Context: an optimization exercise on an open-source flow, tuned for small area, a short achievable clock period and few clock cycles. The choices shown serve that exercise and are no tape-out recipe.
In this exercise RTL edits were held to simulation tests only and were not proved equivalent to the original.

==> trial 3 <==
## encoder_hold_step_keyer
module encoder_hold_step_keyer #(
  parameter int unsigned SENSORS       = 2,
  parameter int unsigned LAYERS        = 8,
  parameter int unsigned ALLOW_ENTRIES = 2
) (
  input  logic                        clk_i,
  input  logic                        rst_ni,
  input  logic                        start,
  output logic                        busy,
  input  logic [74:0]                 req_i,
  output logic                        res_valid_o,
  output logic [7:0]                  res_o,
  input  logic                        cfg_we_i,
  input  logic [2:0]                  cfg_idx_i,
  input  logic [31:0]                 cfg_data_i
);
  localparam int N = 16;
  localparam logic [1:0] A_PRESS = 2'd0, A_REL = 2'd1, A_TAP = 2'd2;
  logic [15:0] tv_q;      
  logic        g_nz, g_is1, tv_one;   
  logic [15:0] grp_q;
  logic        sticky_q, topreq_q, qrel_q;
  logic [1:0]  acount_q;
  logic [31:0] akey0_q, akey1_q;
  logic        grp_we;
  assign grp_we = cfg_we_i && (cfg_idx_i == 3'd1);
  always_ff @(posedge clk_i or negedge rst_ni) begin
    if (!rst_ni) begin
      tv_q     <= 16'd180;
      tv_one   <= 1'b0;
      grp_q    <= 16'd5;
      g_nz     <= 1'b1;
      g_is1    <= 1'b0;
      sticky_q <= 1'b0;
      topreq_q <= 1'b1;
      qrel_q   <= 1'b0;
      acount_q <= 2'd0;
      akey0_q  <= '0;
      akey1_q  <= '0;
    end else if (cfg_we_i) begin
      case (cfg_idx_i)
        3'd0: begin
          tv_q   <= (cfg_data_i[15:0] != 16'd0) ? cfg_data_i[15:0] : 16'd180;
          tv_one <= (cfg_data_i[15:0] == 16'd1);
        end
        3'd1: begin
          grp_q  <= cfg_data_i[15:0];
          g_nz   <= (cfg_data_i[15:0] != 16'd0);
          g_is1  <= (cfg_data_i[15:0] == 16'd1);
        end
        3'd2: sticky_q <= cfg_data_i[0];
        3'd3: topreq_q <= cfg_data_i[0];
        3'd4: qrel_q   <= cfg_data_i[0];
        3'd5: acount_q <= cfg_data_i[1:0];
        3'd6: akey0_q  <= cfg_data_i;
  ...
Settings: LEC_CHECK=0, CAP_MARGIN=20, CORE_MARGIN=2, CORE_UTILIZATION=40, CTS_BUF_LIST=sky130_fd_sc_hd__clkbuf_4 sky130_fd_sc_hd__clkbuf_8, SETUP_SLACK_MARGIN=3.2, SLEW_MARGIN=20, TNS_END_PERCENT=5; clock period 6.0 ns.
standard.sh (not shown) runs the stock make flow with config.mk's settings and CLKGATE_MAP_FILE= SYNTH_SCRIPT=/design/flow/synth_recipe.tcl, a recipe that flattens the netlist after the stock synthesis.
==> flow/flow/run.sh <==
#!/bin/bash
# The standard layout (standard.sh), with plain sky130_fd_sc_hd__buf_4 cells as
# the input and output port buffers instead of the delay-cell buffers that
# buffer_ports picks by default. Every port still gets its own buffer.
set -euo pipefail
bash standard.sh "BUFFER_PORTS_ARGS=-buffer_cell sky130_fd_sc_hd__buf_4" finish > make_finish.log 2>&1
==> inputs of build 76, as changes to trial 3 <==
--- a/flow/config.mk
+++ b/flow/config.mk
@@ -6,8 +6,10 @@
 export NUM_CORES = 4
 export LEC_CHECK = 0
+export ABC_CLOCK_PERIOD_IN_PS = 3000
 export CAP_MARGIN = 20
 export CORE_MARGIN = 2
-export CORE_UTILIZATION = 40
-export CTS_BUF_LIST = sky130_fd_sc_hd__clkbuf_4 sky130_fd_sc_hd__clkbuf_8
+export CORE_UTILIZATION = 70
+export CTS_BUF_LIST = sky130_fd_sc_hd__clkbuf_8
+export PLACE_DENSITY = 0.75
 export SETUP_SLACK_MARGIN = 3.2
 export SLEW_MARGIN = 20
==> comparison table <==
Number of enable-type register cells in the synthesized netlist: build 76 303; trial 3 303
Cell area reported after detailed placement: build 76 0.04303 mm²; trial 3 0.04391 mm²
Dpl hpwl: build 76 101700 µm; trial 3 99040 µm
Portion of the post-synthesis area used by sequential elements: build 76 55.19%; trial 3 55.19%
Number of CTS-inserted buffers: build 76 138; trial 3 150
Share of flip-flops with an asynchronous set or reset: build 76 35.97%; trial 3 35.97%
Cell with the most instances after synthesis: build 76 edfxtp_1; trial 3 edfxtp_1
Top-level I/O count: build 76 124; trial 3 124
Hold buffer count at cts: build 76 0; trial 3 0
Global placement routability congestion: build 76 1.082; trial 3 1.053
Effective utilization at floorplan: build 76 70.96%; trial 3 40.33%
Row count: build 76 88; trial 3 117
Setup bufs post-CTS: build 76 25; trial 3 49
Place WS: build 76 1207 ps; trial 3 1396 ps
Status: build 76 aborted with a tool error; trial 3 complete, no violations
Stage where the flow stopped: build 76 global routing (5_1_grt); trial 3 -
Share of synthesized cell area in full adder, half adder and majority cells: build 76 1.601%; trial 3 1.601%
Clock sink count: build 76 898; trial 3 898
DP Cell Count: build 76 4505; trial 3 5127
Die width: build 76 246.3 µm; trial 3 324.5 µm
Input/output buffers: build 76 123; trial 3 123
Gates resized, CTS repair: build 76 58; trial 3 88
Vertical extent of the die: build 76 246.3 µm; trial 3 324.5 µm
Clock Tree Root: build 76 clkbuf_8; trial 3 clkbuf_8
Area fraction of the dominant cell type after synthesis: build 76 22.14%; trial 3 22.14%
Synthesized-area fraction occupied by xor and xnor cells: build 76 8.586%; trial 3 8.586%
Testbench counts of trial 3, summed over its fixed seeds: cycles 13,660.
Testbench counts of build 76, summed over its fixed seeds: cycles 13,660.

-- separate check: timing with driven ports --
Ports are ideal in the flow. The routed layout listed here was re-timed in OpenROAD.
Step 1 sets driving cells, clkbuf_16 on the clock port and buf_2 on the other inputs (assumed; they add their load-dependent delay and slew).
Step 2 times the ports against the registers' clock, not the clock port: input delays grow and output delays shrink by t, the midpoint of the rising clock arrivals with the driver on.
Three values: ideal, step 1, step 2; two values: the first two.
run: trial 3
t (ns): 0.892
setup WS [ns]: 2.809 / 2.809 / 1.960
hold WS [ns]: 0.308 / 0.308 / 0.308
After both steps trial 3 still meets setup and hold. For trial 3, drivers alone change the setup slack by 0.000 ns; drivers and shift together by -0.849 ns.
